Source: an optimization exercise on an open RTL-to-GDS flow (aim: small area, a short achievable clock period and few clock cycles per item). Production flows keep margins and buffers that such runs may drop.
The RTL was checked by simulation tests, not by an equivalence proof against the original design.
Power figures rest on the tool's default switching activity, not on a simulated workload.

$ cat flow/config.mk
export PLATFORM = sky130hd
export DESIGN_NAME = frequency_based_block_replacement
export DESIGN_NICKNAME = frequency_based_block_replacement
export VERILOG_FILES = /design/flow/design.v
export SDC_FILE = /design/flow/constraint.sdc
export NUM_CORES = 4
export LEC_CHECK = 0
export CAP_MARGIN = 20
export CORE_MARGIN = 2
export CORE_UTILIZATION = 30
export SETUP_SLACK_MARGIN = 2.5
export SLEW_MARGIN = 20
$ cat flow/constraint.sdc
create_clock -name core_clock -period 8.0 [get_ports {i_clk}]
set_input_delay 1.6000 -clock core_clock [delete_from_list [all_inputs] [get_ports {i_clk}]]
set_output_delay 1.6000 -clock core_clock [all_outputs]
set_load 0.01 [all_outputs]
$ cat flow/design.v
package fbr_pkg;
    localparam int NUM_SLOTS = 64;
    localparam int SLOT_W    = 6;
    localparam int OCC_W     = 7;
    localparam int CFG_IDX_W = 2;
    localparam int CFG_DAT_W = 7;
    localparam logic [1:0] SEC_NONE   = 2'd0;
    localparam logic [1:0] SEC_NEW    = 2'd1;
    localparam logic [1:0] SEC_MIDDLE = 2'd2;
    localparam logic [1:0] SEC_OLD    = 2'd3;
    localparam logic CMD_ALLOC = 1'b0;
    localparam logic CMD_USE   = 1'b1;
    localparam logic [CFG_IDX_W-1:0] REG_SLOTS_IN_USE = 2'd0;
    localparam logic [CFG_IDX_W-1:0] REG_NEW_SIZE     = 2'd1;
    localparam logic [CFG_IDX_W-1:0] REG_OLD_SIZE     = 2'd2;
    typedef struct packed {
        logic              rd_en;
        logic [SLOT_W-1:0] rd_addr;
        logic              wr_en;
        logic [SLOT_W-1:0] wr_addr;
        logic [1:0]        wr_sec;
    } t_mem_req;
endpackage
import fbr_pkg::*;
module fbr_slot_store #(
    parameter int COUNT_WIDTH = 16,
    parameter int STAMP_WIDTH = 32
) (
    input  logic                   i_clk,
    input  logic                   i_rst_n,
    input  fbr_pkg::t_mem_req      i_req,
    input  logic [COUNT_WIDTH-1:0] i_wr_cnt,
    input  logic [STAMP_WIDTH-1:0] i_wr_stmp,
    output logic [1:0]             o_rd_sec,
    output logic [COUNT_WIDTH-1:0] o_rd_cnt,
    output logic [STAMP_WIDTH-1:0] o_rd_stmp
);
    localparam int ENT_W = 2 + COUNT_WIDTH + STAMP_WIDTH;
    logic [ENT_W-1:0]     mem [NUM_SLOTS];
    logic [NUM_SLOTS-1:0] r_placed;
    logic [ENT_W-1:0]     r_rd_data;
    logic                 r_rd_placed;
    always_ff @(posedge i_clk) begin
        if (i_req.wr_en) begin
            mem[i_req.wr_addr] <= {i_req.wr_sec, i_wr_cnt, i_wr_stmp};
        end
        if (i_req.rd_en) begin
            r_rd_data <= mem[i_req.rd_addr];
        end
    end
    always_ff @(posedge i_clk) begin
        if (!i_rst_n) begin
            r_placed    <= '0;
            r_rd_placed <= 1'b0;
        end else begin
            if (i_req.wr_en) begin
                r_placed[i_req.wr_addr] <= 1'b1;
            end
            if (i_req.rd_en) begin
                r_rd_placed <= r_placed[i_req.rd_addr];
            end
        end
    end
    assign o_rd_sec  = r_rd_placed ? r_rd_data[ENT_W-1 -: 2] : SEC_NONE;
    assign o_rd_cnt  = r_rd_data[STAMP_WIDTH +: COUNT_WIDTH];
    assign o_rd_stmp = r_rd_data[STAMP_WIDTH-1:0];
endmodule
import fbr_pkg::*;
module frequency_based_block_replacement #(
    parameter int COUNT_WIDTH = 16,
    parameter int STAMP_WIDTH = 32
) (
    input  logic                 i_clk,
    input  logic                 i_rst_n,
    input  logic                 i_in_valid,
    output logic                 o_in_ready,
    input  logic                 i_in_command,
    input  logic [SLOT_W-1:0]    i_in_slot_index,
    output logic                 o_out_valid,
    input  logic                 i_out_ready,
    output logic [SLOT_W-1:0]    o_out_chosen_slot,
    output logic                 o_out_was_unused,
    input  logic                 i_cfg_valid,
    output logic                 o_cfg_ready,
    input  logic [CFG_IDX_W-1:0] i_cfg_index,
    input  logic [CFG_DAT_W-1:0] i_cfg_data
);
    localparam int NE = NUM_SLOTS;
    localparam int CW = COUNT_WIDTH;
    logic [SLOT_W-1:0] e_id  [NE];
    logic [CW-1:0]     e_cnt [NE];
    logic [1:0]        e_sec [NE];
    logic [NE-1:0]     e_c;
    logic [OCC_W-1:0]  r_slots_in_use;
    logic [5:0]        r_new_size, r_old_size;
    logic [OCC_W-1:0]  r_filled, r_new_occ, r_mid_occ, r_old_occ;
    logic [CW-1:0]     r_pmask;      
    logic              r_pzero;      
    logic              r_restart;    
    logic              r_ev_ready;   
    logic [CW-1:0]     r_skip;       
    logic [CW-1:0]     r_cnt_or;     
    logic              r_buf_v;
    logic              r_buf_cmd;
    logic              r_buf_inr;
    logic [NE-1:0]     r_match;      
    logic [SLOT_W-1:0] r_buf_slot;
    logic              r_q0_v, r_q1_v;
    logic [SLOT_W-1:0] r_q0_slot, r_q1_slot;
    logic              r_q0_unused, r_q1_unused;
    logic [OCC_W-1:0] n_eff, r_n_eff;
    logic [OCC_W:0]   size_sum;
    logic [OCC_W:0]   mid_cap, r_mid_cap;
    logic             in_range_in;
    assign n_eff    = r_slots_in_use[6] ? OCC_W'(NUM_SLOTS) : r_slots_in_use;
    assign size_sum = {2'b00, r_new_size} + {2'b00, r_old_size};
    assign mid_cap  = ({1'b0, n_eff} > size_sum) ? ({1'b0, n_eff} - size_sum) : '0;
    assign in_range_in = r_slots_in_use[6] || ({1'b0, i_in_slot_index} < r_slots_in_use);
    logic [NE-1:0] is_new, is_mid, is_old, is_hole;
    always_comb begin
        for (int i = 0; i < NE; i++) begin
            is_new[i]  = (e_sec[i] == SEC_NEW);
            is_mid[i]  = (e_sec[i] == SEC_MIDDLE);
            is_old[i]  = (e_sec[i] == SEC_OLD);
            is_hole[i] = (e_sec[i] == SEC_NONE);
        end
    end
    function automatic logic [NE-1:0] suffix_or(input logic [NE-1:0] v);
        logic [NE/8-1:0] g, ga;
        logic            l;
        for (int k = 0; k < NE / 8; k++) g[k] = |v[8*k +: 8];
        ga[NE/8-1] = 1'b0;
        for (int k = NE / 8 - 2; k >= 0; k--) ga[k] = ga[k+1] | g[k+1];
        for (int k = 0; k < NE / 8; k++) begin
            l = 1'b0;
            for (int i = 7; i >= 0; i--) begin
                l = l | v[8*k+i];
                suffix_or[8*k+i] = l | ga[k];
            end
        end
    endfunction
    function automatic logic [NE-1:0] last_one(input logic [NE-1:0] v);
        last_one = v & ~(suffix_or(v) >> 1);
    endfunction
    logic [NE-1:0] lnew, lmid1, lmid2, vict;
    assign lnew  = last_one(is_new);
    assign lmid1 = last_one(is_mid);
    assign lmid2 = last_one(is_mid & ~lmid1);
    assign vict  = last_one(e_c);
    logic c_nz;
    assign c_nz = |e_c;
    logic is_alloc, fill_ok, need_ev, ev_ready, can_proc, proc;
    logic old_empty;
    assign is_alloc  = (r_buf_cmd == CMD_ALLOC);
    assign fill_ok   = (r_filled < r_n_eff);
    assign old_empty = (r_old_occ == '0);
    assign need_ev   = is_alloc && !fill_ok;
    assign ev_ready  = r_ev_ready;
    assign can_proc  = !r_q1_v && (!need_ev || ev_ready);
    assign proc      = r_buf_v && can_proc;
    assign o_in_ready  = !r_buf_v || can_proc;
    assign o_cfg_ready = 1'b1;
    logic use_go, fill_go, ev_go;
    assign use_go  = r_buf_v && !r_q1_v && !is_alloc && r_buf_inr;
    assign fill_go = proc && is_alloc && fill_ok;
    assign ev_go   = proc && need_ev && !old_empty;
    logic [NE-1:0]     match;
    logic [1:0]        sec_s;
    logic [CW-1:0]     cnt_s;
    always_comb begin
        sec_s = '0;
        cnt_s = '0;
        for (int i = 0; i < NE; i++) begin
            match[i] = r_match[i];
            sec_s    = sec_s | ({2{match[i]}} & e_sec[i]);
            cnt_s    = cnt_s | ({CW{match[i]}} & e_cnt[i]);
        end
    end
    logic was_new, was_mid, was_old;
    assign was_new = (sec_s == SEC_NEW);
    assign was_mid = (sec_s == SEC_MIDDLE);
    assign was_old = (sec_s == SEC_OLD);
    logic [CW-1:0] new_cnt;
    assign new_cnt = (sec_s == SEC_NONE) ? '0 : ((!was_new && cnt_s != '1) ? cnt_s + 1'b1 : cnt_s);
    logic [NE-1:0] suf_m, shift;
    assign suf_m = suffix_or(match);
    assign shift = {NE{use_go}} & suf_m;
    logic           chg, mvx, mvy, x_head, y_head, s_mid_last;
    logic           new_full, mid_gt_m1, mid_gt_0, mid_gt_p1;
    logic [NE-1:0]  xv, yv;
    assign new_full  = (r_new_occ >= {1'b0, r_new_size});
    assign mid_gt_0  = ({1'b0, r_mid_occ} > r_mid_cap);
    assign mid_gt_p1 = ({1'b0, r_mid_occ} >= r_mid_cap);
    assign mid_gt_m1 = ({1'b0, r_mid_occ} > r_mid_cap + 1'b1);
    assign chg    = use_go && !was_new;
    assign mvx    = chg && new_full;
    assign x_head = (r_new_occ == '0);
    assign xv     = x_head ? '0 : lnew;
    always_comb begin
        case ({was_mid, new_full})
            2'b10:   mvy = chg && mid_gt_m1;
            2'b01:   mvy = chg && mid_gt_p1;
            default: mvy = chg && mid_gt_0;
        endcase
    end
    assign s_mid_last = |(match & lmid1);
    always_comb begin
        if (|lmid1 && !s_mid_last) begin
            yv     = lmid1;
            y_head = 1'b0;
        end else if (|lmid2) begin
            yv     = lmid2;
            y_head = 1'b0;
        end else begin
            yv     = xv;
            y_head = x_head;
        end
    end
    logic          restart, step;
    logic [NE-1:0] s0, s1, c_new;
    logic [CW-1:0] m0, kbit, m1, skip;
    logic [NE-1:0] bitk;
    logic          z;
    logic          ins, c_head;
    logic skip_seen;
    always_comb begin
        skip_seen = 1'b0;
        for (int j = CW - 1; j >= 0; j--) begin
            skip_seen = skip_seen | r_cnt_or[j];
            skip[j]   = !skip_seen;
        end
    end
    assign restart = r_restart;
    assign s0      = restart ? is_old : e_c;
    assign m0      = (restart ? '0 : r_pmask) | r_skip;
    assign step    = !m0[0];
    always_comb begin
        for (int j = 0; j < CW; j++) begin
            kbit[j] = !m0[j] && ((j == CW - 1) || m0[(j + 1) % CW]);
        end
        for (int i = 0; i < NE; i++) bitk[i] = |(e_cnt[i] & kbit);
    end
    assign z  = |(s0 & ~bitk);
    assign s1 = (step && z) ? (s0 & ~bitk) : s0;
    assign m1 = m0 | kbit;
    assign ins  = mvy;
    logic          pz0, pz1, done1, zy, ins_keep, ins_only, ins_skip, ins_redo;
    logic [NE-1:0] zvec;
    always_comb begin
        for (int i = 0; i < NE; i++) zvec[i] = (e_cnt[i] == '0);
    end
    assign pz0   = restart || r_pzero;
    assign pz1   = pz0 && (!step || z);
    assign done1 = m1[0];
    logic zl1, zl2, zln;
    assign zl1 = |(lmid1 & zvec);
    assign zl2 = |(lmid2 & zvec);
    assign zln = |(lnew & zvec);
    always_comb begin
        if (|lmid1 && !s_mid_last) zy = zl1;
        else if (|lmid2)           zy = zl2;
        else if (!x_head)          zy = zln;
        else                       zy = (sec_s == SEC_NONE);   
    end
    assign ins_only = ins && (old_empty || (zy && !pz1));
    assign ins_keep = ins && !old_empty && zy && pz1;
    assign ins_skip = ins && !old_empty && !zy && pz1 && done1;
    assign ins_redo = ins && !old_empty && !zy && !(pz1 && done1);
    always_comb begin
        if (ins_only) begin
            c_new  = yv;
            c_head = y_head;
        end else if (ins_keep) begin
            c_new  = s1 | yv;
            c_head = y_head;
        end else if (ins_redo) begin
            c_new  = '0;
            c_head = 1'b0;
        end else begin
            c_new  = s1;
            c_head = 1'b0;
        end
        if (ev_go) c_new = c_new & ~vict;
    end
    logic [1:0] sec_mod [NE];
    logic [1:0] sec_head;
    always_comb begin
        for (int i = 0; i < NE; i++) begin
            if (ev_go && vict[i])      sec_mod[i] = SEC_NONE;
            else if (mvy && yv[i])     sec_mod[i] = SEC_OLD;
            else if (mvx && xv[i])     sec_mod[i] = SEC_MIDDLE;
            else                       sec_mod[i] = e_sec[i];
        end
        if (mvy && y_head)      sec_head = SEC_OLD;
        else if (mvx && x_head) sec_head = SEC_MIDDLE;
        else                    sec_head = SEC_NEW;
    end
    logic [SLOT_W-1:0] ev_slot;
    always_comb begin
        ev_slot = '0;
        for (int i = 0; i < NE; i++) ev_slot = ev_slot | ({SLOT_W{vict[i]}} & e_id[i]);
    end
    always_ff @(posedge i_clk) begin
        if (!i_rst_n) begin
            for (int i = 0; i < NE; i++) e_id[i] <= SLOT_W'(i);
        end else begin
            if (use_go) e_id[0] <= r_buf_slot;
            for (int i = 1; i < NE; i++) begin
                if (shift[i]) e_id[i] <= e_id[i-1];
            end
        end
    end
    always_ff @(posedge i_clk) begin
        if (use_go) begin
            e_cnt[0] <= new_cnt;
        end
        for (int i = 1; i < NE; i++) begin
            if (shift[i]) begin
                e_cnt[i] <= e_cnt[i-1];
            end
        end
    end
    always_ff @(posedge i_clk) begin
        if (!i_rst_n) begin
            for (int i = 0; i < NE; i++) e_sec[i] <= SEC_NONE;
            e_c <= '0;
        end else begin
            if (use_go) begin
                e_sec[0] <= sec_head;
                e_c[0]   <= c_head;
            end else begin
                e_sec[0] <= sec_mod[0];
                e_c[0]   <= c_new[0];
            end
            for (int i = 1; i < NE; i++) begin
                if (shift[i]) begin
                    e_sec[i] <= sec_mod[i-1];
                    e_c[i]   <= c_new[i-1];
                end else begin
                    e_sec[i] <= sec_mod[i];
                    e_c[i]   <= c_new[i];
                end
            end
        end
    end
    logic [OCC_W-1:0]  new_occ_p1, mid_occ_p1, mid_occ_m1, mid_occ_m2, old_occ_p1, old_occ_m1;
    function automatic logic [OCC_W-1:0] occ_inc(input logic [OCC_W-1:0] v);
        logic c;
        c = 1'b1;
        for (int j = 0; j < OCC_W; j++) begin
            occ_inc[j] = v[j] ^ c;
            c          = c & v[j];
        end
    endfunction
    function automatic logic [OCC_W-1:0] occ_dec(input logic [OCC_W-1:0] v);
        logic b;
        b = 1'b1;
        for (int j = 0; j < OCC_W; j++) begin
            occ_dec[j] = v[j] ^ b;
            b          = b & !v[j];
        end
    endfunction
    assign new_occ_p1 = occ_inc(r_new_occ);
    assign mid_occ_p1 = occ_inc(r_mid_occ);
    assign mid_occ_m1 = occ_dec(r_mid_occ);
    logic [OCC_W-1:0] mid_hi_dec;
    assign mid_hi_dec = occ_dec({1'b0, r_mid_occ[OCC_W-1:1]});
    assign mid_occ_m2 = {mid_hi_dec[OCC_W-2:0], r_mid_occ[0]};
    assign old_occ_p1 = occ_inc(r_old_occ);
    assign old_occ_m1 = occ_dec(r_old_occ);
    logic              push;
    logic [SLOT_W-1:0] res_slot;
    logic              res_unused;
    assign push = proc;
    always_comb begin
        res_slot   = r_buf_slot;
        res_unused = 1'b0;
        if (is_alloc) begin
            if (fill_ok) begin
                res_slot   = r_filled[SLOT_W-1:0];
                res_unused = 1'b1;
            end else if (old_empty) begin
                res_slot   = '0;
            end else begin
                res_slot   = ev_slot;
            end
        end
    end
    always_ff @(posedge i_clk) begin
        if (!i_rst_n) begin
            r_slots_in_use <= 7'd64;
            r_new_size     <= 6'd16;
            r_old_size     <= 6'd16;
            r_filled       <= '0;
            r_new_occ      <= '0;
            r_mid_occ      <= '0;
            r_old_occ      <= '0;
            r_n_eff        <= 7'd64;
            r_mid_cap      <= 8'd32;
            r_pmask        <= '1;
            r_pzero        <= 1'b1;
            r_restart      <= 1'b0;
            r_ev_ready     <= 1'b1;
            r_skip         <= '1;
            r_cnt_or       <= '0;
            r_buf_v        <= 1'b0;
            r_q0_v         <= 1'b0;
            r_q1_v         <= 1'b0;
        end else begin
            if (i_cfg_valid) begin
                case (i_cfg_index)
                    REG_SLOTS_IN_USE: r_slots_in_use <= i_cfg_data;
                    REG_NEW_SIZE:     r_new_size     <= i_cfg_data[5:0];
                    REG_OLD_SIZE:     r_old_size     <= i_cfg_data[5:0];
                    default: ;
                endcase
            end
            if (fill_go) r_filled <= r_filled + 1'b1;
            if (use_go)  r_cnt_or <= r_cnt_or | new_cnt;
            if (chg && !mvx) r_new_occ <= new_occ_p1;
            if (chg) begin
                case ({was_mid, mvx, mvy})
                    3'b100:  r_mid_occ <= mid_occ_m1;
                    3'b101:  r_mid_occ <= mid_occ_m2;
                    3'b010:  r_mid_occ <= mid_occ_p1;
                    3'b001:  r_mid_occ <= mid_occ_m1;
                    3'b111:  r_mid_occ <= mid_occ_m1;
                    default: ;
                endcase
            end
            if ((chg && mvy && !was_old)) r_old_occ <= old_occ_p1;
            else if ((chg && was_old && !mvy) || ev_go) r_old_occ <= old_occ_m1;
            r_n_eff   <= n_eff;
            r_mid_cap <= mid_cap;
            r_restart <= !r_restart && !c_nz && !old_empty;
            r_skip    <= (ins && y_head) ? '0 : skip;
            r_ev_ready <= old_empty ||
                          ((r_restart || c_nz) && m1[0] && !ev_go && !(use_go && was_old) && !ins_redo);
            if (ins && old_empty) begin
                r_pmask <= '1;
                r_pzero <= zy;
            end else if (ins_redo) begin
                r_pmask <= '0;
                r_pzero <= 1'b1;
            end else begin
                r_pmask <= m1;
                r_pzero <= pz1 || ins_only;
            end
            if (i_in_valid && o_in_ready) begin
                r_buf_v <= 1'b1;
            end else if (proc) begin
                r_buf_v <= 1'b0;
            end
            if (r_q0_v && i_out_ready) begin
                if (r_q1_v) begin
                    r_q1_v <= 1'b0;
                end else if (!push) begin
                    r_q0_v <= 1'b0;
                end
            end else if (push) begin
                if (r_q0_v) r_q1_v <= 1'b1;
                else        r_q0_v <= 1'b1;
            end
        end
    end
    logic [NE-1:0] in_eq, in_match;
    always_comb begin
        for (int i = 0; i < NE; i++) in_eq[i] = (e_id[i] == i_in_slot_index);
        in_match[0] = use_go ? (r_buf_slot == i_in_slot_index) : in_eq[0];
        for (int i = 1; i < NE; i++) in_match[i] = shift[i] ? in_eq[i-1] : in_eq[i];
    end
    always_ff @(posedge i_clk) begin
        if (i_in_valid && o_in_ready) begin
            r_match    <= in_match;
            r_buf_cmd  <= i_in_command;
            r_buf_slot <= i_in_slot_index;
            r_buf_inr  <= in_range_in;
        end
        if (r_q0_v && i_out_ready) begin
            if (r_q1_v) begin
                r_q0_slot   <= r_q1_slot;
                r_q0_unused <= r_q1_unused;
            end else if (push) begin
                r_q0_slot   <= res_slot;
                r_q0_unused <= res_unused;
            end
        end else if (push) begin
            if (r_q0_v) begin
                r_q1_slot   <= res_slot;
                r_q1_unused <= res_unused;
            end else begin
                r_q0_slot   <= res_slot;
                r_q0_unused <= res_unused;
            end
        end
    end
    assign o_out_valid       = r_q0_v;
    assign o_out_chosen_slot = r_q0_slot;
    assign o_out_was_unused  = r_q0_unused;
endmodule
$ cat flow/run.sh
#!/bin/bash
# synth_recipe.tcl (not shown) runs the flow's synth.tcl, then flattens the netlist and writes it again
# the make line also repeats each setting of config.mk as NAME=value (left out here)
make -C /OpenROAD-flow-scripts/flow DESIGN_CONFIG=/design/flow/config.mk WORK_HOME=/design/flow/orfs CLKGATE_MAP_FILE= SYNTH_SCRIPT=/design/flow/synth_recipe.tcl finish
==> run notes <==
where the power goes:
| group | total [µW] | switching [µW] | internal [µW] |
|---|---|---|---|
| sequential | 11700 | 1270 | 10400 |
| clock | 10200 | 4470 | 5710 |
| combinational | 6050 | 4370 | 1680 |
flip-flops by register name, indices dropped and copies added (netlist names), 7 cells and up:
name,flops
e_cnt,1024
e_id,384
e_sec,128
e_c,64
r_match,64
r_cnt_or,16
r_pmask,16
r_skip,16
r_mid_cap,8
r_filled,7
r_mid_occ,7
r_n_eff,7
r_new_occ,7
r_old_occ,7
r_slots_in_use,7
stage by stage:
step | cell area (µm²) | util, % | setup slack [ns]
floorplan | 94600 | - | 2.66
global placement | 102000 | 32.3 | 1.12
detailed placement | 102000 | 32.3 | 1.04
CTS | 110000 | 35.1 | 2.49
global route | 112000 | 35.7 | 2.44
finish | 113000 | 35.8 | 2.17
cell families after synthesis:
logic type	after synthesis	share of synthesized area, %
multiplexers	141	1.51
other	1	0.00396
AO/OA/AOI/OAI	2680	20.4
flip-flops	1802	49.9
adder cells (fa/ha/maj)	62	0.825
AND/OR/NAND/NOR	3833	20.2
XOR/XNOR	447	4.14
buffers and inverters	764	3.08
metal layers:
layer | track usage [%] | vias to the layer above | share of wire, %
met5 | 1.58 | - | 0.21
met4 | 43.8 | 82 | 12
met3 | 21.7 | 2850 | 14
met2 | 63.3 | 9479 | 39
met1 | 53.0 | 50415 | 35
li1 | - | 38333 | -
path summary, 6_finish.rpt:
path,to,cells after the start
worst max-delay path,e_cnt[0][13],13
worst min-delay path,r_skip[8],1
worst max register to register,e_cnt[0][13],13
worst min register to register,r_skip[8],1
cells in the final DEF (no fill, tap or decap), types with 183 or more instances in the layout:
cell type,synthesis,layout
dfxtp_1,692,653
nand4_1,280,280
o21ai_0,286,278
buf_4,5,492
nor4_1,377,364
a21oi_1,566,540
xor2_1,257,255
xnor2_1,190,183
a221oi_1,419,391
edfxtp_1,1110,1110
clkbuf_16,0,219
nand2_1,1308,1304
nand3_1,429,418
a22o_1,342,339
a22oi_1,388,387
nor2_1,571,558
final cells by class:
type | count | area, µm² | area share, %
inverters | 145 | 619 | 0.550
diodes | 137 | 343 | 0.304
flip-flops and latches | 1802 | 47300 | 42.0
well taps | 4160 | 5200 | 4.62
repair inverters | 1 | 8.76 | 0.00778
repair buffers | 639 | 6090 | 5.41
clock inverters | 108 | 1160 | 1.03
multi-input cells | 7165 | 46100 | 40.9
clock buffers | 281 | 5860 | 5.20
critical path: cells and delay by family, from the launching register on:
kind	cells	cell delay, ns
buffers and inverters	2	0.62
AOI/OAI and AO/OA	1	1.08
xor gates and xnor gates	1	0.18
DFF	1	0.65
and+or+nand+nor	9	2.99
timing repair:
action                     4_1_cts  5_1_grt
setup endpoints to repair      646      369
gates cloned                     1        2
resized for setup              180      150
buffers inserted               114       69
pin swaps                       39       38
==> results.cfg <==
[timing]
period_minus_slack_ns = 5.83
period_share_pct = 72.9
slew_violations = 0
setup_viol = 0
rsz0062_at_grt = yes
timing.slew.headroom_pct = 6.96
tns_ns = 0
hold_violations = 0
max_freq_mhz = 171
clock_skew_ns = 0.0962
worst_pin_slew_ns = 1.39
holdWs_ns = 0.444

[detailed_routing]
wire_per_inst_um = 53.1
drt_iter0_markers = 19168
drc = 0
ant_nets = 0
drt-total-wl_mm = 766
viasPerCell = 7.01
firstDrtPassIters = 13
via_count = 101159

[die]
die_h_um = 566
dieArea_um2 = 320000
num_rows = 206
fp.coreArea_um2 = 314000
die_x_um = 566
start_util_pct = 30.1
ios = 31

[setup_path]
cp_data_arrival_time_ns = 6.53
cp_max_fo = 11
worstPathRequired_ns = 8.70
cp_slowest_cell = a221oi_1
startpoint_type = flip-flop
max_stage_delay_ns = 1.08
end_kind = flip-flop
crit-reg2reg-launch = r_match[5]
startpoint = r_match[5]
r2r_slack_ns = 2.17
crit_type = reg -> reg
worstPathCellList = buf_4 > buf_4 > a221oi_1 > nand4_1 > or4_1 > nand3_2 > nor3b_1 > nand4_1 > nand2_2 > or2_4 > nor3_4 > xnor2_2 > nor2_1

[clock_network]
numCtsBuffers = 211
path_clk_slew_ns = 0.06
clock_sinks = 1802
ctsHoldBuffers = 0
ctsLongestPathBuffers = 4
cts-root-buf = clkbuf_16
cts_htree_levels = 4
clk_latency_ns = 1.01
cts_tree = built

[finish]
fin_cells = 14438
syn_to_final_growth_pct = 19.0
fillers = 31861
nNetsFinal = 10044
drive_gt1_share_pct = 12.9

[yosys]
synth.most_common_cell = nand2_1
yosysSeqAreaShare_pct = 49.9
synth_edf_count = 1110
synth_area_leaders = edfxtp_1 (35%), dfxtp_1 (15%), nand2_1 (5.2%)
synthTopCellsByCount = nand2_1 (1308), edfxtp_1 (1110), dfxtp_1 (692), nor2_1 (571), a21oi_1 (566)
syn-cell-area_um2 = 94600
synth_ff_type = edfxtp_1
synth-warning-count = 5
synth.distinct_cells = 104
ys_ff_latch = 1802
mappedNetlistNets = 9809
async_flop_share_pct = 0
synthCells = 9730
yosys.area.top_type_share_pct = 35.2
yosysTopAreaCell = edfxtp_1
postSynthAreaPerCell_um2 = 9.72

[run_status]
status = finished clean

[global_routing]
overflow = 0
grt_pass1_vias = 88767
antenna_found_initial = 177
grt_pass1_wl_mm = 965
gr-usage-all-layers_pct = 46.5
grt_max_degree = 117

[place]
hpwl_mm = 602
gp_congestion = 1.17
placed_cells = 13702
portBuffers = 29

[power_and_ir_drop]
peakVddDrop_mv = 0.207
total_power_uw = 27900
p_leak_uw = 0.0382
powerDensity_nw_per_um2 = 248

[hold_path]
min_from = r_cnt_or[8]
hold_class = reg -> reg

[job]
cap_viol_max_count = 0
Testbench counts, summed over its fixed seeds: cycles 20,786, commands 19,190.

-- afterwards: timing with drivers on the ports --
The results above use ideal ports. As a check the final layout listed here was re-extracted and re-timed, cells and wires unchanged. Step 1, drivers: a clkbuf_16 drives i_clk and a buf_2 each remaining input, both assumed. Step 2 adds t to the input delays and takes it off the output delays; t is the mean of the earliest and latest rising clock arrival at the registers after step 1. Input paths then give back, and output paths get back, about the clock's delay inside the block. Three values: ideal ports, drivers, drivers and shift; two values: the first two.
t, ns: 1.067
slack for setup (ns): 2.169 / 2.169 / 2.169
hold WS [ns]: 0.444 / 0.444 / 0.444
After both steps setup and hold are still met in this run. For this run, drivers alone change the setup slack by 0.000 ns; drivers and shift together by 0.000 ns.
